This design comes from an exercise in tuning for small area, a short achievable clock period and few clock cycles per item on the open sky130 flow, not from production work. In this exercise RTL edits were held to simulation tests only and were not proved equivalent to the original.

==> design.v <==
`default_nettype none
package diablo_alu_pkg;
  localparam int ALU_OP_W = 4;
  typedef enum logic [ALU_OP_W-1:0] {
    ALU_ADD  = 4'd0,
    ALU_SUB  = 4'd1,
    ALU_AND  = 4'd2,
    ALU_OR   = 4'd3,
    ALU_XOR  = 4'd4,
    ALU_SLL  = 4'd5,
    ALU_SRL  = 4'd6,
    ALU_SRA  = 4'd7,
    ALU_SLT  = 4'd8,
    ALU_SLTU = 4'd9,
    ALU_MUL  = 4'd10,
    ALU_DIV  = 4'd11,
    ALU_DIVU = 4'd12,
    ALU_REM  = 4'd13,
    ALU_REMU = 4'd14
  } alu_op_e;
  typedef enum logic [1:0] {
    ST_IDLE = 2'd0,
    ST_BUSY = 2'd1,
    ST_DONE = 2'd2
  } alu_state_e;
  function automatic logic op_is_iter(input alu_op_e op);
    case (op)
      diablo_alu_pkg::ALU_MUL, diablo_alu_pkg::ALU_DIVU, diablo_alu_pkg::ALU_REMU: op_is_iter = 1'b1;
      diablo_alu_pkg::ALU_DIV, diablo_alu_pkg::ALU_REM: op_is_iter = 1'b1;
      default:                     op_is_iter = 1'b0;
    endcase
  endfunction
endpackage
`default_nettype wire
`default_nettype none
module alu_muldiv_iter
#(
  parameter int XLEN = 64
) (
  input  logic            clk,
  input  logic            rst_n,
  input  logic            i_accept,     
  input  logic            i_start,      
  input  logic [diablo_alu_pkg::ALU_OP_W-1:0] i_op,
  input  logic            i_neg_a,      
  input  logic            i_neg_b,      
  input  logic            i_advance,    
  input  logic [XLEN-1:0] i_x,          
  input  logic [XLEN-1:0] i_d,          
  output logic            o_busy,
  output logic            o_nega,
  output logic            o_negb,
  output logic            o_lz,
  output logic            o_align,
  output logic            o_iter,
  output logic            o_fin,        
  output logic            o_done,       
  output logic            o_done_q,     
  output logic            o_is_mul,
  output logic            o_quo,        
  output logic            o_neg,        
  output logic            o_swap,       
  output logic            o_b_zero,     
  output logic            o_en1,
  output logic            o_inv1,
  output logic            o_en2,
  output logic            o_inv2,
  output logic            o_mul,
  output logic            o_en4,
  output logic            o_inv4,
  output logic            o_cin,
  output logic [$clog2(XLEN)-1:0] o_k   
);
  localparam int CW = $clog2(XLEN) + 1;
  function automatic logic [CW-1:0] clz(input logic [XLEN-1:0] v);
    logic [XLEN-1:0]        z;
    logic [XLEN*(CW-1)-1:0] c;
    logic [XLEN-1:0]        nz;
    logic [XLEN*(CW-1)-1:0] nc;
    z  = ~v;
    c  = '0;
    nz = '0;
    nc = '0;
    for (int l = 1; l < CW; l++) begin
      for (int i = 0; i < (XLEN >> l); i++) begin
        nz[i] = z[2*i+1] && z[2*i];
        nc[i*(CW-1) +: (CW-1)] = z[2*i+1] ? (c[(2*i)*(CW-1) +: (CW-1)] | (CW-1)'(1 << (l - 1)))
                                          : c[(2*i+1)*(CW-1) +: (CW-1)];
      end
      z = nz;
      c = nc;
    end
    clz = z[0] ? CW'(XLEN) : {1'b0, c[CW-2:0]};
  endfunction
  logic          r_nega;
  logic          r_negb;
  logic          r_lz;
  logic          r_align;
  logic [CW-2:0] r_k;
  logic          r_iter;
  logic          r_fin;
  logic [CW-1:0] r_cnt;
  logic          r_is_mul;
  logic          r_quo;
  logic          r_neg;
  logic          r_alu_sub;
  logic          w_is_mul;
  logic          w_is_rem;
  assign w_is_mul = (i_op == diablo_alu_pkg::ALU_MUL);
  assign w_is_rem = (i_op == diablo_alu_pkg::ALU_REM) || (i_op == diablo_alu_pkg::ALU_REMU);
  logic [CW-1:0] w_lza;
  logic [CW-1:0] w_lzb;
  logic [CW-1:0] w_lzmax;
  logic [CW-1:0] w_mul_steps;
  logic [CW:0]   w_k;           
  assign w_lza       = clz(i_x);
  assign w_lzb       = clz(i_d);
  assign o_swap      = w_lzb > w_lza;
  assign w_lzmax     = o_swap ? w_lzb : w_lza;
  assign w_mul_steps = (CW'(XLEN + 1) - w_lzmax) >> 1;
  assign w_k         = {1'b0, w_lzb} - {1'b0, w_lza};
  assign o_b_zero    = w_lzb[CW-1];
  assign o_k         = r_k;
  logic          n_nega, n_negb, n_lz, n_align, n_iter, n_fin;
  logic [CW-2:0] n_k;
  logic [CW-1:0] n_cnt;
  logic          n_is_mul, n_quo, n_neg, n_alu_sub;
  always_comb begin
    n_nega    = r_nega;
    n_negb    = r_negb;
    n_lz      = r_lz;
    n_align   = r_align;
    n_k       = r_k;
    n_iter    = r_iter;
    n_fin     = r_fin;
    n_cnt     = r_cnt;
    n_is_mul  = r_is_mul;
    n_quo     = r_quo;
    n_neg     = r_neg;
    n_alu_sub = r_alu_sub;
    if (i_start) begin
      n_nega   = i_neg_a;
      n_negb   = i_neg_b;
      n_lz     = 1'b1;
      n_align  = 1'b0;
      n_iter   = 1'b0;
      n_fin    = 1'b0;
      n_is_mul = w_is_mul;
      n_quo    = !w_is_mul && !w_is_rem;
      n_neg    = w_is_rem ? i_neg_a : (i_neg_a ^ i_neg_b);
    end else if (r_nega) begin
      n_nega = 1'b0;
    end else if (r_negb) begin
      n_negb = 1'b0;
    end else if (o_lz) begin
      n_lz = 1'b0;
      if (r_is_mul) begin
        n_cnt  = w_mul_steps;
        n_iter = (w_mul_steps != '0);
        n_fin  = (w_mul_steps == '0);
      end else begin
        n_cnt   = w_k[CW-1:0] + 1'b1;
        n_k     = w_k[CW-2:0];
        n_align = !o_b_zero && !w_k[CW];
        n_fin   = (o_b_zero || w_k[CW]) && !w_lz_direct;
        if (o_b_zero && r_quo) n_neg = 1'b0;
      end
    end else if (r_align) begin
      n_align = 1'b0;
      n_iter  = 1'b1;
    end else if (r_iter) begin
      n_cnt = r_cnt - 1'b1;
      if (r_cnt == CW'(1)) begin
        n_iter = 1'b0;
        n_fin  = !((w_mul_direct || w_quo_direct) && i_advance);
      end
    end else if (r_fin && i_advance) begin
      n_fin = 1'b0;
    end
    if (i_accept) begin
      n_alu_sub = (i_op == diablo_alu_pkg::ALU_SUB) || (i_op == diablo_alu_pkg::ALU_SLT) ||
                  (i_op == diablo_alu_pkg::ALU_SLTU);
    end
  end
  logic n_en1, n_inv1, n_en2, n_inv2, n_mul, n_en4, n_inv4, n_cin;
  always_comb begin
    n_en1  = 1'b1;
    n_inv1 = 1'b0;
    n_en2  = 1'b1;
    n_inv2 = n_alu_sub;
    n_mul  = 1'b0;
    n_en4  = 1'b0;
    n_inv4 = 1'b0;
    n_cin  = n_alu_sub;
    if (n_nega) begin
      n_inv1 = 1'b1;
      n_en2  = 1'b0;
      n_inv2 = 1'b0;
      n_cin  = 1'b1;
    end else if (n_negb) begin
      n_en1  = 1'b0;
      n_inv2 = 1'b1;
      n_cin  = 1'b1;
    end else if (n_lz) begin
      n_en1  = 1'b0;
      n_en2  = 1'b0;
      n_inv2 = 1'b0;
      n_cin  = 1'b0;
    end else if (n_iter) begin
      if (n_is_mul) begin
        n_en2  = 1'b0;
        n_inv2 = 1'b0;
        n_mul  = 1'b1;
        n_cin  = 1'b0;
      end else begin
        n_inv2 = 1'b1;
        n_cin  = 1'b1;
      end
    end else if (n_fin) begin
      n_en1  = !n_quo;
      n_inv1 = n_neg && !n_quo;
      n_en2  = 1'b0;
      n_inv2 = 1'b0;
      n_en4  = n_quo;
      n_inv4 = n_neg;
      n_cin  = n_neg;
    end
  end
  always_ff @(posedge clk or negedge rst_n) begin
    if (!rst_n) begin
      r_nega    <= 1'b0;
      r_negb    <= 1'b0;
      r_lz      <= 1'b0;
      r_align   <= 1'b0;
      r_k       <= '0;
      r_iter    <= 1'b0;
      r_fin     <= 1'b0;
      r_cnt     <= '0;
      r_is_mul  <= 1'b0;
      r_quo     <= 1'b0;
      r_neg     <= 1'b0;
      r_alu_sub <= 1'b0;
      o_en1     <= 1'b1;
      o_inv1    <= 1'b0;
      o_en2     <= 1'b1;
      o_inv2    <= 1'b0;
      o_mul     <= 1'b0;
      o_en4     <= 1'b0;
      o_inv4    <= 1'b0;
      o_cin     <= 1'b0;
    end else begin
      r_nega    <= n_nega;
      r_negb    <= n_negb;
      r_lz      <= n_lz;
      r_align   <= n_align;
      r_k       <= n_k;
      r_iter    <= n_iter;
      r_fin     <= n_fin;
      r_cnt     <= n_cnt;
      r_is_mul  <= n_is_mul;
      r_quo     <= n_quo;
      r_neg     <= n_neg;
      r_alu_sub <= n_alu_sub;
      o_en1     <= n_en1;
      o_inv1    <= n_inv1;
      o_en2     <= n_en2;
      o_inv2    <= n_inv2;
      o_mul     <= n_mul;
      o_en4     <= n_en4;
      o_inv4    <= n_inv4;
      o_cin     <= n_cin;
    end
  end
  logic w_mul_direct;
  logic w_quo_direct;
  logic w_lz_direct;
  logic w_last_direct;
  assign w_mul_direct = r_is_mul && !r_neg;
  assign w_quo_direct = r_quo && !r_neg;
  assign w_lz_direct  = !r_is_mul && (o_b_zero || w_k[CW]) && (r_quo || !r_neg);
  assign w_last_direct = r_iter && w_quo_direct && (r_cnt == CW'(1));
  assign o_busy   = r_nega || r_negb || r_lz || r_align || r_iter || r_fin;
  assign o_nega   = r_nega;
  assign o_negb   = r_negb && !r_nega;
  assign o_lz     = r_lz && !r_nega && !r_negb && i_advance;
  assign o_align  = r_align;
  assign o_iter   = r_iter;
  assign o_fin    = r_fin || (r_iter && w_mul_direct && (r_cnt == CW'(1)));
  assign o_done   = o_fin || (o_lz && w_lz_direct) || w_last_direct;
  assign o_done_q = o_fin || w_last_direct;
  assign o_is_mul = r_is_mul;
  assign o_quo    = r_quo;
  assign o_neg    = r_neg;
endmodule
`default_nettype wire
`default_nettype none
module alu_seq
#(
  parameter int XLEN = 64
) (
  input  logic            clk,
  input  logic            rst_n,
  input  logic            in_valid,
  output logic            in_ready,
  input  logic [diablo_alu_pkg::ALU_OP_W-1:0] in_op,
  input  logic [XLEN-1:0] in_a,
  input  logic [XLEN-1:0] in_b,
  output logic            out_valid,
  input  logic            out_ready,
  output logic [XLEN-1:0] out_result,
  output logic            out_err
);
  localparam int SHW = $clog2(XLEN);
  logic            r_xv;         
  logic [diablo_alu_pkg::ALU_OP_W-1:0] r_op;
  logic [XLEN-1:0] r_x;          
  logic [XLEN-1:0] r_d;          
  logic            r_ov;
  logic [XLEN-1:0] r_result;
  logic            r_err;
  logic            w_r_free;
  logic            w_md_busy;
  logic            w_md_fin;
  logic            w_md_done;
  logic            w_md_done_q;
  logic            w_x_last;
  logic            w_accept;
  logic            w_iter;
  logic            w_signed;
  diablo_alu_pkg::alu_op_e w_op;
  diablo_alu_pkg::alu_op_e w_xop;
  assign w_op     = diablo_alu_pkg::alu_op_e'(in_op);
  assign w_xop    = diablo_alu_pkg::alu_op_e'(r_op);
  assign w_iter   = diablo_alu_pkg::op_is_iter(w_op);
  assign w_signed = (w_op == diablo_alu_pkg::ALU_MUL) || (w_op == diablo_alu_pkg::ALU_DIV) ||
                    (w_op == diablo_alu_pkg::ALU_REM);
  assign w_r_free   = !r_ov || out_ready;
  assign w_x_last   = (!r_xv && !w_md_busy) || r_xv || w_md_done_q;
  assign in_ready   = w_x_last && w_r_free;
  assign w_accept   = in_valid && in_ready;
  assign out_valid  = r_ov;
  assign out_result = r_result;
  assign out_err    = r_err;
  logic           w_nega;
  logic           w_negb;
  logic           w_lz;
  logic           w_align;
  logic           w_itr;
  logic           w_is_mul;
  logic           w_quo;
  logic           w_neg;
  logic           w_swap;
  logic           w_b_zero;
  logic [SHW-1:0] w_k;
  alu_muldiv_iter #(
    .XLEN (XLEN)
  ) u_muldiv (
    .clk       (clk),
    .rst_n     (rst_n),
    .i_accept  (w_accept),
    .i_start   (w_accept && w_iter),
    .i_op      (in_op),
    .i_neg_a   (w_signed && in_a[XLEN-1]),
    .i_neg_b   (w_signed && in_b[XLEN-1]),
    .i_advance (w_r_free),
    .i_x       (r_x),
    .i_d       (r_d),
    .o_busy    (w_md_busy),
    .o_nega    (w_nega),
    .o_negb    (w_negb),
    .o_lz      (w_lz),
    .o_align   (w_align),
    .o_iter    (w_itr),
    .o_fin     (w_md_fin),
    .o_done    (w_md_done),
    .o_done_q  (w_md_done_q),
    .o_is_mul  (w_is_mul),
    .o_quo     (w_quo),
    .o_neg     (w_neg),
    .o_swap    (w_swap),
    .o_b_zero  (w_b_zero),
    .o_en1     (w_en1),
    .o_inv1    (w_inv1),
    .o_en2     (w_en2),
    .o_inv2    (w_inv2),
    .o_mul     (w_mul),
    .o_en4     (w_en4),
    .o_inv4    (w_inv4),
    .o_cin     (w_cin),
    .o_k       (w_k)
  );
  logic            w_en1, w_inv1, w_en2, w_inv2, w_mul, w_en4, w_inv4, w_cin;
  logic [XLEN-1:0] w_t1, w_t2, w_t3;
  logic [XLEN-1:0] w_cs_s, w_cs_c;
  logic [XLEN:0]   w_sum;
  logic            w_ge;
  assign w_t1   = (r_x & {XLEN{w_en1}}) ^ {XLEN{w_inv1}};
  assign w_t2   = (r_d & {XLEN{w_en2 || (w_mul && r_result[0])}}) ^ {XLEN{w_inv2}};
  assign w_t3   = ({r_d[XLEN-2:0], 1'b0} & {XLEN{w_mul && r_result[1]}}) | ((r_result ^ {XLEN{w_inv4}}) & {XLEN{w_en4}});
  assign w_cs_s = w_t1 ^ w_t2 ^ w_t3;
  assign w_cs_c = (w_t1 & w_t2) | (w_t1 & w_t3) | (w_t2 & w_t3);
  assign w_sum  = {1'b0, w_cs_s} + {w_cs_c, 1'b0} + {{XLEN{1'b0}}, w_cin};
  assign w_ge   = w_sum[XLEN];
  logic [XLEN-1:0] w_sh_src, w_sh_src_rev, w_sh_in, w_sh_out, w_sh_out_rev;
  logic [SHW-1:0]  w_sh_amt;
  logic            w_sh_left;
  logic            w_sh_fill;
  always_comb begin
    w_sh_src  = r_x;
    w_sh_amt  = r_d[SHW-1:0];
    w_sh_left = (w_xop == diablo_alu_pkg::ALU_SLL);
    w_sh_fill = (w_xop == diablo_alu_pkg::ALU_SRA) && r_x[XLEN-1];
    if (w_md_busy) begin
      w_sh_src  = r_d;
      w_sh_fill = 1'b0;
      if (w_itr) begin
        w_sh_left = w_is_mul;
        w_sh_amt  = w_is_mul ? SHW'(2) : SHW'(1);
      end else begin
        w_sh_left = 1'b1;
        w_sh_amt  = w_k;
      end
    end
  end
  for (genvar i = 0; i < XLEN; i++) begin : g_rev
    assign w_sh_src_rev[i] = w_sh_src[XLEN-1-i];
    assign w_sh_out_rev[i] = w_sh_out[XLEN-1-i];
  end
  assign w_sh_in  = w_sh_left ? w_sh_src_rev : w_sh_src;
  assign w_sh_out = XLEN'({{XLEN{w_sh_fill}}, w_sh_in} >> w_sh_amt);
  logic [XLEN-1:0] w_alu_result;
  logic            w_lt;
  assign w_lt = (r_x[XLEN-1] ^ r_d[XLEN-1]) ? r_x[XLEN-1] : w_sum[XLEN-1];
  always_comb begin
    case (w_xop)
      diablo_alu_pkg::ALU_ADD,
      diablo_alu_pkg::ALU_SUB:  w_alu_result = w_sum[XLEN-1:0];
      diablo_alu_pkg::ALU_AND:  w_alu_result = w_cs_c;
      diablo_alu_pkg::ALU_OR:   w_alu_result = w_cs_s | w_cs_c;
      diablo_alu_pkg::ALU_XOR:  w_alu_result = w_cs_s;
      diablo_alu_pkg::ALU_SLL:  w_alu_result = w_sh_out_rev;
      diablo_alu_pkg::ALU_SRL,
      diablo_alu_pkg::ALU_SRA:  w_alu_result = w_sh_out;
      diablo_alu_pkg::ALU_SLT:  w_alu_result = {{(XLEN-1){1'b0}}, w_lt};
      diablo_alu_pkg::ALU_SLTU: w_alu_result = {{(XLEN-1){1'b0}}, !w_ge};
      default:                  w_alu_result = w_md_fin ? w_sum[XLEN-1:0] : '0;
    endcase
  end
  always_ff @(posedge clk or negedge rst_n) begin
    if (!rst_n) begin
      r_xv <= 1'b0;
      r_ov <= 1'b0;
    end else begin
      if (w_accept) r_xv <= !w_iter;
      else if (r_xv && w_r_free) r_xv <= 1'b0;
      if ((r_xv || w_md_done) && w_r_free) r_ov <= 1'b1;
      else if (out_ready) r_ov <= 1'b0;
    end
  end
  always_ff @(posedge clk) begin
    if (w_accept) r_op <= in_op;
    if ((r_xv || w_md_fin) && w_r_free) begin
      r_result <= w_alu_result;
      r_err    <= r_xv && (r_op == 4'hF);
    end else if (w_lz) begin
      r_err <= 1'b0;
      if (w_is_mul)   r_result <= w_swap ? r_d : r_x;    
      else if (w_quo) r_result <= {XLEN{w_b_zero}};      
      else            r_result <= r_x;                   
    end else if (w_itr) begin
      if (w_is_mul) r_result <= {2'b00, r_result[XLEN-1:2]};
      else          r_result <= {r_result[XLEN-2:0], w_ge};
    end
  end
  always_ff @(posedge clk) begin
    if (w_accept) begin
      r_x <= in_a;
      r_d <= in_b;
    end else if (w_nega) begin
      r_x <= w_sum[XLEN-1:0];
    end else if (w_negb) begin
      r_d <= w_sum[XLEN-1:0];
    end else if (w_lz) begin
      if (w_is_mul) begin
        r_x <= w_sum[XLEN-1:0];                
        if (w_swap) r_d <= r_x;                
      end
    end else if (w_align) begin
      r_d <= w_sh_out_rev;
    end else if (w_itr) begin
      r_d <= w_is_mul ? w_sh_out_rev : w_sh_out;
      if (w_is_mul || w_ge) r_x <= w_sum[XLEN-1:0];
    end
  end
endmodule
`default_nettype wire
==> run.sh <==
#!/bin/bash
# synth_recipe.tcl (not shown) runs the flow's synth.tcl, then flattens the netlist and writes it again
# the make line also repeats each setting of config.mk as NAME=value (left out here)
make -C /OpenROAD-flow-scripts/flow DESIGN_CONFIG=/design/flow/config.mk WORK_HOME=/design/flow/orfs CLKGATE_MAP_FILE= SYNTH_SCRIPT=/design/flow/synth_recipe.tcl finish
==> config.mk <==
export PLATFORM = sky130hd
export DESIGN_NAME = alu_seq
export DESIGN_NICKNAME = alu_seq
export VERILOG_FILES = /design/flow/design.v
export SDC_FILE = /design/flow/constraint.sdc
export NUM_CORES = 4
export LEC_CHECK = 0
export CAP_MARGIN = 20
export CORE_MARGIN = 2
export CORE_UTILIZATION = 40
export SETUP_SLACK_MARGIN = 5
export SLEW_MARGIN = 20
==> constraint.sdc <==
create_clock -name core_clock -period 10.0 [get_ports {clk}]
set_input_delay 2.0000 -clock core_clock [delete_from_list [all_inputs] [get_ports {clk}]]
set_output_delay 2.0000 -clock core_clock [all_outputs]
set_load 0.01 [all_outputs]
==> results.cfg, run 1 <==
[floorplanning]
die_area_sq_mm = 0.0879
fp.dieW_microns = 296
die_h_microns = 296
io_pins = 203
initial_core_util = 0.402
num_rows = 107
core_area_sq_mm = 0.0850

[placement]
dpl.cell_count = 5601
dp_hpwl_microns = 151000
place_area_sq_mm = 0.0369
portBuffers = 202
gp_congestion = 1.07

[yosys]
syn_area_sq_mm = 0.0342
synth.most_common_cell = nand2_1
synth_commonest_cells = 806 x nand2_1, 383 x a21oi_1, 378 x clkbuf_1, 330 x o21ai_0, 270 x nor2_1
synth_xor_area_frac = 0.0683
synth_top_family_by_area = compound AO/OA/AOI/OAI gates
postSynth.asyncResetShare = 0.143
synth_area_leaders = edfxtp_1 17%, nand2_1 8.8%, xnor2_1 5.9%
synth_warnings = 2
synth_compound_area_frac = 0.319
ys_types = 102
synthAdderAreaFrac = 0.0664
yosysSeqAreaShare = 0.197
syn_inst = 4649
syn_nets = 4927
ys_ff_latch = 230
synth_ff_type = edfxtp_1
synth-edff-count = 197
synth.area.mux_share = 0.0794
synth_top_area_frac = 0.173
synth.avg_cell_area_sq_um = 7.36
yosys.area.top_type = edfxtp_1
synthSimpleGateAreaFrac = 0.202

[global_route]
grt_antenna_before_repair = 18
grt_pass1_wl_microns = 308000
grt_max_degree = 79
grt_use_total = 0.492
grt_pass1_vias = 39900
grt_overflow = 0

[critical_path]
crit_path_end_kind = flip-flop
start_kind = flip-flop
crit_fanout = 14
crit_arrival_ps = 6000
required_ps = 10330
r2r_cells = 19
path_class = flip-flop to flip-flop

[detailed_routing]
drt_first_iter_violations = 7909
antenna_left = 0
avgViaCountPerCell = 7.33
via_count = 43700
routed_wirelength_microns = 225000
wl_per_cell_microns = 37.7
drc = 0
first_pass_iters = 7

[timing]
setup_viol = 0
tightest_slew_ps = 1220
finalSetupTns_ps = 0
hold_viol = 0
clock_skew_ps = 17.4
max_slew_margin = 0.179
layout_min_cycle_time_ps = 5670
rsz0062_at_grt = true
finalCritPeriodShare = 0.567
fmax_ghz = 0.176
slew_violations = 0

[cts]
cts_tree = done
clockRootBuffer = clkbuf_16
cts_hold_buf = 0
cts_buffers = 31
clk_path_buf_depth = 3
clkLatencyLatePin_ps = 640
clkTransAtPathRegs_ps = 70
htree_levels = 1
clkSinkCount = 230

[hold_path]
hold_depth = 1
min_path_type = flip-flop to flip-flop

[finish]
final_cells = 5966
postLayoutCellArea_sq_mm = 0.0433
n_fill_cell = 8313
fin_nets = 5068
seqCellArea_sq_mm = 0.00677
area_delta_synth_final_pct = 26.6
drive_gt1_frac = 0.194
multiInputGateArea_sq_mm = 0.0276

[outcome]
status = timing/DRC/antenna clean

[flow_run]
drv_cap = 0
[what timing repair did]
action	CTS	global route
setup endpoints to repair	325	268
resized for setup	280	200
pin swaps	75	69
cloned	19	3
setup buffers	204	71
[critical path, cell delays in order, from the launching register on]
cell and delay [ps]:
edfxtp_1 820, nand2_1 150, xnor2_1 190, fa_1 610, inv_1 80, fa_2 400, nor2b_2 140, o211ai_1 140
a21boi_2 250, a31o_4 230, o2111ai_4 160, a2111oi_4 450, nor2_4 120, o211ai_1 480, xnor2_1 240, nor2_2 100
o31ai_4 250, buf_12 150, buf_12 160, buf_16 190
[worst paths after layout]
check | from | end | slack, ps
max in group asynchronous | rst_n | u_muldiv.o_inv2 | 7930
min | u_muldiv.r_k[4] | u_muldiv.r_k[4] | 510
min in group asynchronous | rst_n | u_muldiv.r_cnt[5] | 1470
max | r_x[1] | r_x[34] | 4330
max reg2reg | r_x[1] | r_x[34] | 4330
min reg2reg | u_muldiv.r_k[4] | u_muldiv.r_k[4] | 510
[layout by cell type, fill, tap and decap left out, drive strengths merged, types with 30 or more instances in the layout]
cell           netlist  final
xnor2              229    229
o211ai              63     63
o31ai               35     35
edfxtp             197    197
dfrtp               31     31
clkdlybuf4s50        0    200
nand2              808    808
ha                  76     76
nand3              146    146
o21a                32     32
nor3               100    100
inv                 66     68
a21oi              385    386
nor4                40     40
a311oi              30     30
a221oi             137    137
a221o               61     61
a21o                50     51
o221ai              43     43
o21ai              344    344
o22ai               49     49
buf                129    402
mux2                69     69
a211oi              66     66
a31oi               68     68
xor2                38     38
a22oi               35     35
mux2i              178    178
fa                  66     66
clkbuf             383     36
nor2               272    273
[registers in the layout, indices dropped and copies added, names as in the netlist, 4 cells and up]
name / count
r_d: 64
r_result: 64
r_x: 64
u_muldiv.r_cnt: 7
u_muldiv.r_k: 6
r_op: 4
[kinds of logic (layout without fill, tap and decap cells)]
group           Yosys count  count (layout)
mux                     254             254
other cells               0               8
compound gates         1609            1611
fa+ha+maj               142             142
buf+inv                 580             739
xor+xnor                267             267
flops                   230             230
simple gates           1567            1571
[layout make-up]
class | instances | area share
tap | 1144 | 0.0330
multi-input combinational | 3845 | 0.638
timing repair buffer | 613 | 0.138
clock buffer | 32 | 0.0180
clock inverter | 25 | 0.00921
antenna | 8 | 0.000462
inverter | 68 | 0.00684
sequential | 230 | 0.156
timing repair inverter | 1 | 0.000202
[layer usage]
metal	track usage	vias up	wire length [microns]
met4	0.289	20	17900
met2	0.671	4136	86900
met3	0.246	946	39200
met5	0	-	301
li1	-	17600	-
met1	0.616	21000	80700
[stage by stage]
stage / setup WS (ps) / utilization / hold WS [ps]
2_1_floorplan: 3890 / - / 458
3_3_place_gp: 2870 / 0.434 / 492
3_5_place_dp: 2790 / 0.434 / 503
4_1_cts: 4470 / 0.490 / 516
5_1_grt: 4370 / 0.509 / 532
6_report: 4330 / 0.510 / 512
Testbench counts, summed over its fixed seeds: cycles 20,553, items 2,400.
==> run 2: changes to the inputs <==
--- a/design.v
+++ b/design.v
@@ -66,6 +66,8 @@
   output logic            o_en2,
   output logic            o_inv2,
   output logic            o_mul,
+  output logic            o_mul_nxt,    
+  output logic            o_dbl,        
   output logic            o_en4,
   output logic            o_inv4,
   output logic            o_cin,
@@ -104,6 +106,7 @@
   logic          r_quo;
   logic          r_neg;
   logic          r_alu_sub;
+  logic          r_single;      
   logic          w_is_mul;
   logic          w_is_rem;
   assign w_is_mul = (i_op == diablo_alu_pkg::ALU_MUL);
@@ -113,18 +116,18 @@
   logic [CW-1:0] w_lzmax;
   logic [CW-1:0] w_mul_steps;
   logic [CW:0]   w_k;           
-  assign w_lza       = clz(i_x);
-  assign w_lzb       = clz(i_d);
+  assign w_lza       = clz(i_x ^ {XLEN{r_is_mul && i_x[XLEN-1]}});
+  assign w_lzb       = clz(i_d ^ {XLEN{r_is_mul && i_d[XLEN-1]}});
   assign o_swap      = w_lzb > w_lza;
   assign w_lzmax     = o_swap ? w_lzb : w_lza;
-  assign w_mul_steps = (CW'(XLEN + 1) - w_lzmax) >> 1;
+  assign w_mul_steps = (CW'(XLEN + 4) - w_lzmax) >> 2;
   assign w_k         = {1'b0, w_lzb} - {1'b0, w_lza};
   assign o_b_zero    = w_lzb[CW-1];
   assign o_k         = r_k;
   logic          n_nega, n_negb, n_lz, n_align, n_iter, n_fin;
   logic [CW-2:0] n_k;
   logic [CW-1:0] n_cnt;
-  logic          n_is_mul, n_quo, n_neg, n_alu_sub;
+  logic          n_is_mul, n_quo, n_neg, n_alu_sub, n_single;
   always_comb begin
     n_nega    = r_nega;
     n_negb    = r_negb;
@@ -138,6 +141,7 @@
     n_quo     = r_quo;
     n_neg     = r_neg;
     n_alu_sub = r_alu_sub;
+    n_single  = r_single;
     if (i_start) begin
       n_nega   = i_neg_a;
       n_negb   = i_neg_b;
@@ -159,7 +163,8 @@
         n_iter = (w_mul_steps != '0);
         n_fin  = (w_mul_steps == '0);
       end else begin
-        n_cnt   = w_k[CW-1:0] + 1'b1;
+        n_cnt    = (w_k[CW-1:0] + CW'(2)) >> 1;
+        n_single = !w_k[0];
         n_k     = w_k[CW-2:0];
         n_align = !o_b_zero && !w_k[CW];
         n_fin   = (o_b_zero || w_k[CW]) && !w_lz_direct;
@@ -169,7 +174,8 @@
       n_align = 1'b0;
       n_iter  = 1'b1;
     end else if (r_iter) begin
-      n_cnt = r_cnt - 1'b1;
+      n_cnt    = r_cnt - 1'b1;
+      n_single = 1'b0;
       if (r_cnt == CW'(1)) begin
         n_iter = 1'b0;
         n_fin  = !((w_mul_direct || w_quo_direct) && i_advance);
@@ -182,13 +188,14 @@
                   (i_op == diablo_alu_pkg::ALU_SLTU);
     end
   end
-  logic n_en1, n_inv1, n_en2, n_inv2, n_mul, n_en4, n_inv4, n_cin;
+  logic n_en1, n_inv1, n_en2, n_inv2, n_mul, n_dbl, n_en4, n_inv4, n_cin;
   always_comb begin
     n_en1  = 1'b1;
     n_inv1 = 1'b0;
     n_en2  = 1'b1;
     n_inv2 = n_alu_sub;
     n_mul  = 1'b0;
+    n_dbl  = 1'b0;
     n_en4  = 1'b0;
     n_inv4 = 1'b0;
     n_cin  = n_alu_sub;
@@ -215,6 +222,7 @@
       end else begin
         n_inv2 = 1'b1;
         n_cin  = 1'b1;
+        n_dbl  = !n_single;
       end
     end else if (n_fin) begin
       n_en1  = !n_quo;
@@ -226,6 +234,7 @@
       n_cin  = n_neg;
     end
   end
+  assign o_mul_nxt = n_mul;
   always_ff @(posedge clk or negedge rst_n) begin
     if (!rst_n) begin
       r_nega    <= 1'b0;
@@ -240,6 +249,8 @@
       r_quo     <= 1'b0;
       r_neg     <= 1'b0;
       r_alu_sub <= 1'b0;
+      r_single  <= 1'b0;
+      o_dbl     <= 1'b0;
       o_en1     <= 1'b1;
       o_inv1    <= 1'b0;
       o_en2     <= 1'b1;
@@ -261,6 +272,8 @@
       r_quo     <= n_quo;
       r_neg     <= n_neg;
       r_alu_sub <= n_alu_sub;
+      r_single  <= n_single;
+      o_dbl     <= n_dbl;
       o_en1     <= n_en1;
       o_inv1    <= n_inv1;
       o_en2     <= n_en2;
@@ -318,6 +331,7 @@
   logic            r_ov;
   logic [XLEN-1:0] r_result;
   logic            r_err;
+  logic [5:0]      r_booth;      
   logic            w_r_free;
   logic            w_md_busy;
   logic            w_md_fin;
@@ -332,8 +346,7 @@
   assign w_op     = diablo_alu_pkg::alu_op_e'(in_op);
   assign w_xop    = diablo_alu_pkg::alu_op_e'(r_op);
   assign w_iter   = diablo_alu_pkg::op_is_iter(w_op);
-  assign w_signed = (w_op == diablo_alu_pkg::ALU_MUL) || (w_op == diablo_alu_pkg::ALU_DIV) ||
-                    (w_op == diablo_alu_pkg::ALU_REM);
+  assign w_signed = (w_op == diablo_alu_pkg::ALU_DIV) || (w_op == diablo_alu_pkg::ALU_REM);
   assign w_r_free   = !r_ov || out_ready;
   assign w_x_last   = (!r_xv && !w_md_busy) || r_xv || w_md_done_q;
   assign in_ready   = w_x_last && w_r_free;
@@ -384,6 +397,8 @@
     .o_en2     (w_en2),
     .o_inv2    (w_inv2),
     .o_mul     (w_mul),
+    .o_mul_nxt (w_mul_nxt),
+    .o_dbl     (w_dbl),
     .o_en4     (w_en4),
     .o_inv4    (w_inv4),
     .o_cin     (w_cin),
@@ -391,16 +406,40 @@
   );
   logic            w_en1, w_inv1, w_en2, w_inv2, w_mul, w_en4, w_inv4, w_cin;
   logic [XLEN-1:0] w_t1, w_t2, w_t3;
-  logic [XLEN-1:0] w_cs_s, w_cs_c;
-  logic [XLEN:0]   w_sum;
+  logic [XLEN+1:0] w_t1e, w_t2e, w_t3e;
+  logic [XLEN+1:0] w_cs_s, w_cs_c;
+  logic [XLEN+1:0] w_sum;        
   logic            w_ge;
+  logic            w_dbl;        
+  logic            w_mul_nxt;    
   assign w_t1   = (r_x & {XLEN{w_en1}}) ^ {XLEN{w_inv1}};
-  assign w_t2   = (r_d & {XLEN{w_en2 || (w_mul && r_result[0])}}) ^ {XLEN{w_inv2}};
-  assign w_t3   = ({r_d[XLEN-2:0], 1'b0} & {XLEN{w_mul && r_result[1]}}) | ((r_result ^ {XLEN{w_inv4}}) & {XLEN{w_en4}});
-  assign w_cs_s = w_t1 ^ w_t2 ^ w_t3;
-  assign w_cs_c = (w_t1 & w_t2) | (w_t1 & w_t3) | (w_t2 & w_t3);
-  assign w_sum  = {1'b0, w_cs_s} + {w_cs_c, 1'b0} + {{XLEN{1'b0}}, w_cin};
-  assign w_ge   = w_sum[XLEN];
+  function automatic logic [2:0] booth(input logic [2:0] b);
+    booth = {b[1] ^ b[0], (b[2] && !b[1] && !b[0]) || (!b[2] && b[1] && b[0]), b[2]};
+  endfunction
+  logic [4:0] w_bnext;
+  assign w_bnext = w_lz ? {(w_swap ? r_d[3:0] : r_x[3:0]), 1'b0} : {r_result[7:4], r_result[3]};
+  always_ff @(posedge clk or negedge rst_n) begin
+    if (!rst_n) r_booth <= '0;
+    else        r_booth <= {booth(w_bnext[4:2]), booth(w_bnext[2:0])} & {6{w_mul_nxt}};
+  end
+  logic w_b0_one, w_b0_two, w_b0_neg, w_b1_one, w_b1_two, w_b1_neg;
+  assign {w_b1_one, w_b1_two, w_b1_neg, w_b0_one, w_b0_two, w_b0_neg} = r_booth;
+  assign w_t2   = ((r_d & {XLEN{w_en2 || w_b0_one}}) | ({r_d[XLEN-2:0], 1'b0} & {XLEN{w_b0_two}})) ^
+                  {XLEN{w_inv2 || w_b0_neg}};
+  assign w_t3   = ((({r_d[XLEN-3:0], 2'b00} & {XLEN{w_b1_one}}) | ({r_d[XLEN-4:0], 3'b000} & {XLEN{w_b1_two}})) ^
+                   {XLEN{w_b1_neg}}) | ((r_result ^ {XLEN{w_inv4}}) & {XLEN{w_en4}}) |
+                  ~({1'b0, r_d[XLEN-1:1]} | {XLEN{!w_dbl}});
+  assign w_t1e  = {2'b00, w_t1};
+  assign w_t2e  = {{2{w_inv2}}, w_t2};
+  assign w_t3e  = {{2{w_dbl}}, w_t3};
+  assign w_cs_s = w_t1e ^ w_t2e ^ w_t3e;
+  assign w_cs_c = (w_t1e & w_t2e) | (w_t1e & w_t3e) | (w_t2e & w_t3e);
+  assign w_sum  = w_cs_s + {w_cs_c[XLEN:0], w_b1_neg || w_dbl} + {{(XLEN+1){1'b0}}, w_cin || w_b0_neg};
+  assign w_ge   = !w_sum[XLEN+1];
+  logic [XLEN:0] w_dh;
+  logic [XLEN:0] w_dl;
+  assign w_dh = {1'b0, r_x} + {1'b0, ~r_d} + {{XLEN{1'b0}}, 1'b1};
+  assign w_dl = {1'b0, r_x} + {2'b01, ~r_d[XLEN-1:1]} + {{XLEN{1'b0}}, 1'b1};
   logic [XLEN-1:0] w_sh_src, w_sh_src_rev, w_sh_in, w_sh_out, w_sh_out_rev;
   logic [SHW-1:0]  w_sh_amt;
   logic            w_sh_left;
@@ -415,7 +454,7 @@
       w_sh_fill = 1'b0;
       if (w_itr) begin
         w_sh_left = w_is_mul;
-        w_sh_amt  = w_is_mul ? SHW'(2) : SHW'(1);
+        w_sh_amt  = w_is_mul ? SHW'(4) : w_dbl ? SHW'(2) : SHW'(1);
       end else begin
         w_sh_left = 1'b1;
         w_sh_amt  = w_k;
@@ -435,9 +474,9 @@
     case (w_xop)
       diablo_alu_pkg::ALU_ADD,
       diablo_alu_pkg::ALU_SUB:  w_alu_result = w_sum[XLEN-1:0];
-      diablo_alu_pkg::ALU_AND:  w_alu_result = w_cs_c;
-      diablo_alu_pkg::ALU_OR:   w_alu_result = w_cs_s | w_cs_c;
-      diablo_alu_pkg::ALU_XOR:  w_alu_result = w_cs_s;
+      diablo_alu_pkg::ALU_AND:  w_alu_result = w_cs_c[XLEN-1:0];
+      diablo_alu_pkg::ALU_OR:   w_alu_result = w_cs_s[XLEN-1:0] | w_cs_c[XLEN-1:0];
+      diablo_alu_pkg::ALU_XOR:  w_alu_result = w_cs_s[XLEN-1:0];
       diablo_alu_pkg::ALU_SLL:  w_alu_result = w_sh_out_rev;
       diablo_alu_pkg::ALU_SRL,
       diablo_alu_pkg::ALU_SRA:  w_alu_result = w_sh_out;
@@ -468,7 +507,8 @@
       else if (w_quo) r_result <= {XLEN{w_b_zero}};      
       else            r_result <= r_x;                   
     end else if (w_itr) begin
-      if (w_is_mul) r_result <= {2'b00, r_result[XLEN-1:2]};
+      if (w_is_mul) r_result <= {4'b0000, r_result[XLEN-1:4]};
+      else if (w_dbl) r_result <= {r_result[XLEN-3:0], w_ge || w_dh[XLEN], w_ge || (!w_dh[XLEN] && w_dl[XLEN])};
       else          r_result <= {r_result[XLEN-2:0], w_ge};
     end
   end
@@ -490,6 +530,8 @@
     end else if (w_itr) begin
       r_d <= w_is_mul ? w_sh_out_rev : w_sh_out;
       if (w_is_mul || w_ge) r_x <= w_sum[XLEN-1:0];
+      else if (w_dbl && w_dh[XLEN]) r_x <= w_dh[XLEN-1:0];
+      else if (w_dbl && w_dl[XLEN]) r_x <= w_dl[XLEN-1:0];
     end
   end
 endmodule
--- a/config.mk
+++ b/config.mk
@@ -8,5 +8,5 @@
 export CAP_MARGIN = 20
 export CORE_MARGIN = 2
 export CORE_UTILIZATION = 40
-export SETUP_SLACK_MARGIN = 5
+export SETUP_SLACK_MARGIN = 4
 export SLEW_MARGIN = 20
==> run 2 against run 1 <==
  * Cell area is 22% higher
  * Non-clock buffer count is 59 lower
  * Synthesized cell count is 35% higher
  * Critical endpoint is now r_result[13]
  * Critical path type unchanged
  * Utilization is 3.3 points lower
  * Die area is 31% higher
  * Via count is 37% higher
==> results.cfg, run 2 <==
[outcome]
status = timing/DRC/antenna clean

[critical_path]
required_ps = 10490
crit_arrival_ps = 6730
crit_fanout = 29
cp_top_family = compound AO/OA/AOI/OAI gates
slowest_stage = o21ai_0
path_class = flip-flop to flip-flop
path_cells = buf_12 > buf_8 > and2_4 > buf_4 > a211oi_1 > o21ai_0 > o31ai_2 > a32oi_4 > ha_2 > inv_2 > fa_2 > a21o_1 > a21oi_2 > o21ai_1 > a21oi_2 > nor2b_2 > o22ai_4 > a21oi_1 > nor2_2 > nand2_1 > a21oi_1
path_buf_inv = 4
start_kind = flip-flop
crit_path_end_kind = flip-flop
worst_path_largest_cell_delay_ps = 680

[finish]
final_cells = 7803
layout_common_cells = 722 x nand2_1, 613 x a21oi_1, 419 x o21ai_0
drive_gt1_frac = 0.124
top_regs = r_d x64, r_result x64, r_x x64
multiInputGateArea_sq_mm = 0.0368
area_delta_synth_final_pct = 17.8
postLayoutCellArea_sq_mm = 0.0529
seqCellArea_sq_mm = 0.00696
n_fill_cell = 11200
final_common_cell = nand2_1
fin_nets = 6644
finish.utilization = 0.477

[yosys]
synth-edff-count = 197
ys_ff_latch = 237
postSynth.asyncResetShare = 0.169
syn_nets = 6663
syn_inst = 6256
synth.avg_cell_area_sq_um = 7.18
synth_commonest_cells = 736 x nand2_1, 637 x a21oi_1, 457 x clkbuf_1, 444 x o21ai_0, 427 x nor2_1
synth_ff_type = edfxtp_1
yosys.area.top_type = edfxtp_1
synth.most_common_cell = nand2_1
yosysSeqAreaShare = 0.154
synth_top_area_frac = 0.132
synth_warnings = 2
ys_types = 108
syn_area_sq_mm = 0.0449
synth_area_leaders = edfxtp_1 13%, a21oi_1 7.1%, nand2_1 6.1%

[detailed_routing]
wl_per_cell_microns = 41.9
first_pass_iters = 11
drt_first_iter_violations = 11200
avgViaCountPerCell = 7.67
antenna_left = 0
via_count = 59900
routed_wirelength_microns = 327000
drc = 0

[global_route]
grt_max_degree = 150
grt_use_total = 0.533
grt_pass1_wl_microns = 436000
grt_overflow = 0
grt_pass1_vias = 52300
grt_antenna_before_repair = 35

[cts]
htree_levels = 2
cts_tree = done
clockRootBuffer = clkbuf_16
clkTransAtPathRegs_ps = 60
clkSinkCount = 237
clk_path_buf_depth = 3
clkLatencyLatePin_ps = 670
cts_hold_buf = 0
cts_buffers = 37

[placement]
dp_hpwl_microns = 235000
portBuffers = 202
gp_congestion = 1.15
place_area_sq_mm = 0.0484
dpl.cell_count = 7524

[timing]
setup_viol = 0
slew_violations = 0
clock_skew_ps = 46.8
finalCritPeriodShare = 0.624
hold_ws_ps = 503
layout_min_cycle_time_ps = 6240
max_slew_margin = 0.0815
tightest_slew_ps = 1380
hold_viol = 0
rsz0062_at_grt = true
finalSetupTns_ps = 0
fmax_ghz = 0.160

[floorplanning]
die_h_microns = 339
num_rows = 122
io_pins = 203
die_area_sq_mm = 0.115
fp.dieW_microns = 339
initial_core_util = 0.405
core_area_sq_mm = 0.111

[hold_path]
min_path_type = flip-flop to flip-flop

[flow_run]
drv_cap = 0
## run 2: changes by cell type in the layout (fill, tap and decap cells not counted), sizes merged, moves of 126 or more
cell    before  now
a21oi      386  641
a22oi       35  202
nor2       273  430
xor2        38  194
o21ai      344  489
a211oi      66  206
ha          76  202
## run 2: per-layer routing
| layer | vias up | track usage | routed length (microns) |
|---|---|---|---|
| li1 | 23800 | - | - |
| met1 | 28600 | 0.657 | 120000 |
| met2 | 5753 | 0.703 | 120000 |
| met3 | 1665 | 0.268 | 53500 |
| met4 | 31 | 0.386 | 32100 |
| met5 | - | 0.0225 | 1100 |
## run 2: repair_timing
| item | 4_1_cts | 5_1_grt |
|---|---|---|
| gates cloned | 7 | 6 |
| pin swaps | 25 | 42 |
| setup endpoints to repair | 339 | 292 |
| buffers inserted | 88 | 60 |
| gates resized for setup | 120 | 183 |
## run 2: cells by family after synthesis
kind of cell,synth area share
flip-flops,0.154
buffers and inverters,0.0683
XOR/XNOR,0.0745
adder cells (fa/ha/maj),0.0870
AO/OA/AOI/OAI,0.385
AND/OR/NAND/NOR,0.182
multiplexers,0.0492
## run 2: final cells by class
| type | instances | share of cell area |
|---|---|---|
| flip-flops and latches | 237 | 0.132 |
| multi-input cells | 5260 | 0.695 |
| diodes | 52 | 0.00246 |
| clock buffers | 43 | 0.0183 |
| inverters | 147 | 0.0106 |
| well taps | 1488 | 0.0352 |
| clock inverters | 22 | 0.00409 |
| repair buffers | 554 | 0.102 |
## run 2: metrics by stage
stage / setup WS (ps)
2_1_floorplan: 3590
6_report: 3760
4_1_cts: 3910
5_1_grt: 3930
3_5_place_dp: 1930
3_3_place_gp: 1950
## run 2: worst min-delay path, delay by kind of cell, from the launching register on
| family | cells | cell delay [ps] |
|---|---|---|
| flip-flops | 1 | 350 |
| AO/OA/AOI/OAI | 1 | 70 |
| AND/OR/NAND/NOR | 1 | 50 |
## run 2: path summary, 6_finish.rpt
path	slack (ps)	start	depth (start not counted)	end
max in group asynchronous	8100	rst_n	2	r_booth[3]
min reg2reg	500	u_muldiv.r_k[0]	2	u_muldiv.r_k[0]
min in group asynchronous	1430	rst_n	2	u_muldiv.r_alu_sub
max	3760	u_muldiv.r_is_mul	21	r_result[13]
min	500	u_muldiv.r_k[0]	2	u_muldiv.r_k[0]
max reg2reg	3760	u_muldiv.r_is_mul	21	r_result[13]
Testbench counts of run 2, summed over its fixed seeds: cycles 12,262, items 2,400.

==> port drivers added, routing unchanged <==
No port has a modelled driver above. Below, the same layouts with a new extraction and two added sets of constraints. Step 1 assumes that a clkbuf_16 drives the clock port and a buf_2 every other input. Step 2 adds t to the input delays and takes it off the output delays; t is the mean of the earliest and latest rising clock arrival at the registers after step 1. Input paths then give back, and output paths get back, about the clock's delay inside the block. Three values: ideal, step 1, step 2; two values: the first two.
| run | t (ns) | setup WS [ns] | hold slack, ns | worst register clock-pin slew, ns | cell pins on the clock port's net |
|---|---|---|---|---|---|
| run 1 | 0.702 | 4.326 / 4.326 / 4.268 | 0.512 / 0.512 / 0.512 | 0.07 / 0.07 | 1 |
| run 2 | 0.728 | 3.756 / 3.756 / 3.172 | 0.503 / 0.503 / 0.503 | 0.08 / 0.08 | 1 |
After both steps setup and hold are still met in every run listed. The setup slack of run 2, which loses most, moves by 0.000 ns with the drivers and by -0.584 ns with both steps.
